Context: an optimization exercise on an open-source flow, tuned for small area, a short achievable clock period and few clock cycles per item. The choices shown serve that exercise and are no tape-out recipe. RTL that was checked went through simulation tests only; none was proved equivalent to the original.

north:
==> flow/design.v (excerpt) <==
module cmplx_mult_stream #(
  parameter int W     = 16,
  parameter int FRAC  = 15,
  parameter int FRAME = 16,
  parameter int ROUND = 1
) (
  input  logic                    clk,
  input  logic                    rst_n,
  input  logic                    clear,
  output logic                    ovf,
  input  logic                    in_valid,
  output logic                    in_ready,
  input  logic signed [W-1:0]     a_re,
  input  logic signed [W-1:0]     a_im,
  input  logic signed [W-1:0]     b_re,
  input  logic signed [W-1:0]     b_im,
  input  logic                    conj_b,
  output logic                    out_valid,
  input  logic                    out_ready,
  output logic signed [W-1:0]     p_re,
  output logic signed [W-1:0]     p_im,
  output logic [$clog2(FRAME)-1:0] p_idx,
  output logic                    p_last
);
  logic adv;         
  logic accept;
  logic ov;          
  logic take;
  logic [2:0] vld;    
  assign take   = ov & out_ready;
  assign accept = in_valid & adv;
  logic pend;    
  logic [0:0] idx_cur;
  assign idx_cur = pend | clear;
  logic [15:0] ar, ai;
  logic [7:0] br_one, br_two, br_neg, bi_one, bi_two, bi_nre, bi_nim;
  logic [0:0] idx_r [0:2];
  logic [7:0] e_br_one, e_br_two, e_br_neg, e_bi_one, e_bi_two, e_bi_nim;
  assign e_br_one[0] = b_re[0] ^ 1'b0;
  assign e_br_two[0] = (b_re[1] & ~b_re[0] & ~1'b0) | (~b_re[1] & b_re[0] & 1'b0);
  assign e_br_neg[0] = b_re[1];
  assign e_br_one[1] = b_re[2] ^ b_re[1];
  assign e_br_two[1] = (b_re[3] & ~b_re[2] & ~b_re[1]) | (~b_re[3] & b_re[2] & b_re[1]);
  assign e_br_neg[1] = b_re[3];
  assign e_br_one[2] = b_re[4] ^ b_re[3];
  assign e_br_two[2] = (b_re[5] & ~b_re[4] & ~b_re[3]) | (~b_re[5] & b_re[4] & b_re[3]);
  assign e_br_neg[2] = b_re[5];
  assign e_br_one[3] = b_re[6] ^ b_re[5];
  assign e_br_two[3] = (b_re[7] & ~b_re[6] & ~b_re[5]) | (~b_re[7] & b_re[6] & b_re[5]);
  assign e_br_neg[3] = b_re[7];
  ...
Size: about 2700 cells after synthesis, roughly 110 I/O pins, roughly 0.032 mm2 of cells after synthesis.
==> flow/config.mk <==
export PLATFORM = sky130hd
export DESIGN_NAME = cmplx_mult_stream
export DESIGN_NICKNAME = cmplx_mult_stream
export VERILOG_FILES = /design/flow/design.v
export SDC_FILE = /design/flow/constraint.sdc
export NUM_CORES = 4
export LEC_CHECK = 0
export CAP_MARGIN = 20
export CORE_MARGIN = 2
export CORE_UTILIZATION = 40
export CTS_BUF_LIST = sky130_fd_sc_hd__clkbuf_4 sky130_fd_sc_hd__clkbuf_8
export SETUP_SLACK_MARGIN = 4.6
export SLEW_MARGIN = 20
export TNS_END_PERCENT = 0
==> flow/constraint.sdc <==
create_clock -name core_clock -period 8.5 [get_ports {clk}]
set_input_delay 1.7000 -clock core_clock [delete_from_list [all_inputs] [get_ports {clk}]]
set_output_delay 1.7000 -clock core_clock [all_outputs]
set_load 0.01 [all_outputs]
standard.sh (not shown) runs the stock make flow with config.mk's settings and CLKGATE_MAP_FILE= SYNTH_SCRIPT=/design/flow/synth_recipe.tcl, a recipe that flattens the netlist after the stock synthesis.
==> flow/flow/run.sh <==
#!/bin/bash
# Standard ORFS layout, with one extra step between synthesis and floorplan:
# flow/fapol.py re-chooses the polarity of each full adder (a full adder is
# self-dual) and of each xor/xnor gate to remove the inverters that synthesis
# leaves between them. Registers are not touched.
set -euo pipefail
W=$PWD
R=$W/orfs/results/sky130hd/cmplx_mult_stream/base
# 1. the standard synthesis, unchanged
bash standard.sh "$R/1_2_yosys.v" > synth.log 2>&1
# 2. inverter clean-up on the synthesized netlist
cp "$R/1_2_yosys.v" "$W/1_2_yosys_standard.v"
python3 flow/fapol.py "$W/1_2_yosys_standard.v" "$R/1_2_yosys.v" > fapol.log 2>&1
# 3. the rest of the standard flow; the port buffers are plain buf_1 cells
#    (repair_timing resizes them where timing needs it)
BUFFER_PORTS_ARGS="-buffer_cell sky130_fd_sc_hd__buf_1" bash standard.sh > layout.log 2>&1
Other scripts of this flow, unchanged in this note and not shown: flow/flow/fapol.py
Testbench counts of north, summed over its fixed seeds: cycles 16,024, items 16,000.
What south does differently from north at the input level:
- PLACE_DENSITY: unset -> 0.66
- CORE_UTILIZATION: 40 -> 55
- SETUP_SLACK_MARGIN: 4.6 -> 5
### Flow results
Relative to north, final routed wirelength across all metal layers has decreased by 7.5% in south. south against north: count of plain and timing-repair buffers picked up an extra 24, worst hold slack neither gained nor lost much, first-pass GRT wire length lost about 5.4%. Compared with north, south shows a higher starting utilization of the core area. Compared with north, south shows relative area change from synthesis to final layout lower by 1.0 points. Final cell area excluding filler cells in south vs north: down about 0.9%. Any difference in multi-input combinational cell area between north and south is small enough to ignore. Diff north..south | clock network contribution to total cell area | negligible. Higher total number of vias was reported by south, not north.
--- input diff south..east ---
- CORE_UTILIZATION now 50, was 55
- PLACE_DENSITY now 0.62, was 0.66
==> comparison <==
- east ran to completion and came out clean on the timing, DRC and antenna checks.
- Going from south to east, starting DRC count in detailed routing shrank by a few percent.
- From south to east the numbers moved as follows: data required time of the worst path rose 20 ps, area growth from synthesis to layout now sits lower.
- In the flow results for south and east, the met2 track utilization from global routing is larger on south.
- The lower wire length of the first global-routing pass of south and east is in east.
Edits applied to the flow inputs when going from east to west:
- TNS_END_PERCENT: 0 -> 10
- PLACE_DENSITY: 0.62 -> unset
- CORE_UTILIZATION: 50 -> 40
## What came out
Number of standard cells in the final layout excluding fillers for west: 6.9% up relative to east. For the total number of vias, west came in 2.2% higher than east did.
Input-level comparison between middle and west:
- putting PLACE_DENSITY at 0.62 where nothing was set
- swapping 40 for 50 in CORE_UTILIZATION
- swapping sky130_fd_sc_hd__clkbuf_4 sky130_fd_sc_hd__clkbuf_8 for sky130_fd_sc_hd__clkbuf_2 sky130_fd_sc_hd__clkbuf_4 in CTS_BUF_LIST
- swapping 10 for 0 in TNS_END_PERCENT
### Flow results
- For die area, dividing the value from middle by the value from west gives 0.803.
- From west to middle the numbers moved as follows: design area went down, depth of the most critical reg-to-reg path has decreased.
- west → middle: worst stage delay on the critical path increased by 30 ps relative to the old numbers; setup slack increased by 72 ps relative to the old numbers.
- Reported for west and middle, max-cap violation count turned out identical to the last digit.

========
Setup of lane 1:
cmplx_mult_stream, a different RTL version from the one above (not shown whole).
Size in the first run: about 3600 cells after synthesis, about 320 flip-flops, about 110 I/O pins, roughly 0.035 mm^2 of cells after synthesis.
Design cmplx_mult_stream, start of the top module:
module cmplx_mult_stream #(
  parameter int W     = 16,
  parameter int FRAC  = 15,
  parameter int FRAME = 16,
  parameter int ROUND = 1
) (
  input  logic                    clk,
  input  logic                    rst_n,
  input  logic                    clear,
  output logic                    ovf,
  input  logic                    in_valid,
  output logic                    in_ready,
  input  logic signed [W-1:0]     a_re,
  input  logic signed [W-1:0]     a_im,
  input  logic signed [W-1:0]     b_re,
  input  logic signed [W-1:0]     b_im,
  input  logic                    conj_b,
  output logic                    out_valid,
  input  logic                    out_ready,
  output logic signed [W-1:0]     p_re,
  output logic signed [W-1:0]     p_im,
  output logic [$clog2(FRAME)-1:0] p_idx,
  output logic                    p_last
);
clock: 8.5 ns
lec_check: 0
abc_area: 1
cap_margin: 20
core_margin: 2
core_utilization: 40
setup_slack_margin: 5
slew_margin: 20
tns_end_percent: 0
run.sh (not shown) runs the stock make flow with config.mk's settings and CLKGATE_MAP_FILE= SYNTH_SCRIPT=/design/flow/synth_recipe.tcl, a recipe that flattens the netlist after the stock synthesis.
Stock flow here: none of the scripts above is used.
The final layout from lane 1, which completed every stage, passed the timing, DRC and antenna checks at the end of the flow.
Testbench counts of lane 1, summed over its fixed seeds: cycles 16,024, items 16,000.
Here is what was changed in the inputs of lane 2 compared with lane 1.
# lane 1
export LEC_CHECK = 0
export ABC_AREA = 1
export CAP_MARGIN = 20
export CORE_MARGIN = 2
export CORE_UTILIZATION = 40
export SETUP_SLACK_MARGIN = 5
export SLEW_MARGIN = 20
export TNS_END_PERCENT = 0
create_clock -name core_clock -period 8.5 [get_ports {clk}]
# lane 2
export LEC_CHECK = 0
export CAP_MARGIN = 20
export CORE_MARGIN = 2
export CORE_UTILIZATION = 40
export SETUP_SLACK_MARGIN = 5
export SLEW_MARGIN = 20
export TNS_END_PERCENT = 0
create_clock -name core_clock -period 8.5 [get_ports {clk}]
--- outcome ---
Summary of lane 2 over lane 1: final design instance area without fill has decreased. Setup WNS lane 1 -> lane 2: better. For lane 2, the capturing instance or port of the critical path was r5_1584, unlike lane 1, where it was r5_1491. In the flow results for lane 2 and lane 1, the wire length of the first global-routing pass is smaller on lane 1. Lane 1 has a higher core area than lane 2.

========
old:
cmplx_mult_stream, a different RTL version from the one above (not shown whole).
Size in the first run: roughly 3300 cells after synthesis, about 370 flip-flops, about 110 I/O pins.
clock: 8.5 ns
lec_check: 0
cap_margin: 20
core_margin: 2
core_utilization: 40
slew_margin: 20
old closes out successfully: all stages finished, all timing, DRC and antenna checks passed.
[inputs] new vs old
Settings: putting SETUP_SLACK_MARGIN at 5 where nothing was set; putting TNS_END_PERCENT at 0 where nothing was set.
--- outcome ---
old vs new, most frequent standard cell in the layout excluding fill and tap cells: a22oi_1 vs inv_1. Compared to old, new leaves less free space in the core. Of the two values seen for critical path launch point, ar[11]$_DFFE_PP_ was produced by old and ai[12]$_DFFE_PP_ by new. Changes observed in new relative to old: routed wire length higher, final critical-path setup slack higher.
No run of this note included a check of the RTL's function; only the layout flow was run.

## static timing again, ports no longer ideal
The results above use ideal ports. As a check the final layouts listed here were re-extracted and re-timed, cells and wires unchanged. Step 1 sets driving cells, clkbuf_16 on the clock port and buf_2 on the other inputs (assumed; they add their load-dependent delay and slew). Step 2 times the ports against the registers' clock, not the clock port: input delays grow and output delays shrink by t, the midpoint of the rising clock arrivals with the driver on. Three values: ideal, step 1, step 2; two values: the first two.
run	t (ns)	slack for setup (ns)	worst register clock-pin slew, ns	worst data-port slew with drivers (ns)
north	0.709	4.536 / 4.533 / 4.048	0.08 / 0.08	0.04
south	0.714	4.509 / 4.509 / 4.369	0.07 / 0.07	0.04
east	0.701	4.515 / 4.515 / 4.073	0.08 / 0.08	0.05
west	0.719	4.501 / 4.501 / 4.066	0.07 / 0.07	0.04
middle	0.903	4.574 / 4.549 / 4.077	0.09 / 0.09	0.05
lane 1	0.649	4.339 / 4.339 / 4.016	0.06 / 0.06	0.05
lane 2	0.643	4.482 / 4.482 / 4.482	0.06 / 0.06	0.06
old	0.651	3.877 / 3.877 / 3.877	0.07 / 0.07	0.07
new	0.659	4.497 / 4.497 / 4.497	0.07 / 0.07	0.07
After both steps setup and hold are still met in every run listed. For middle, which loses most, drivers alone change the setup slack by -0.025 ns; drivers and shift together by -0.497 ns.
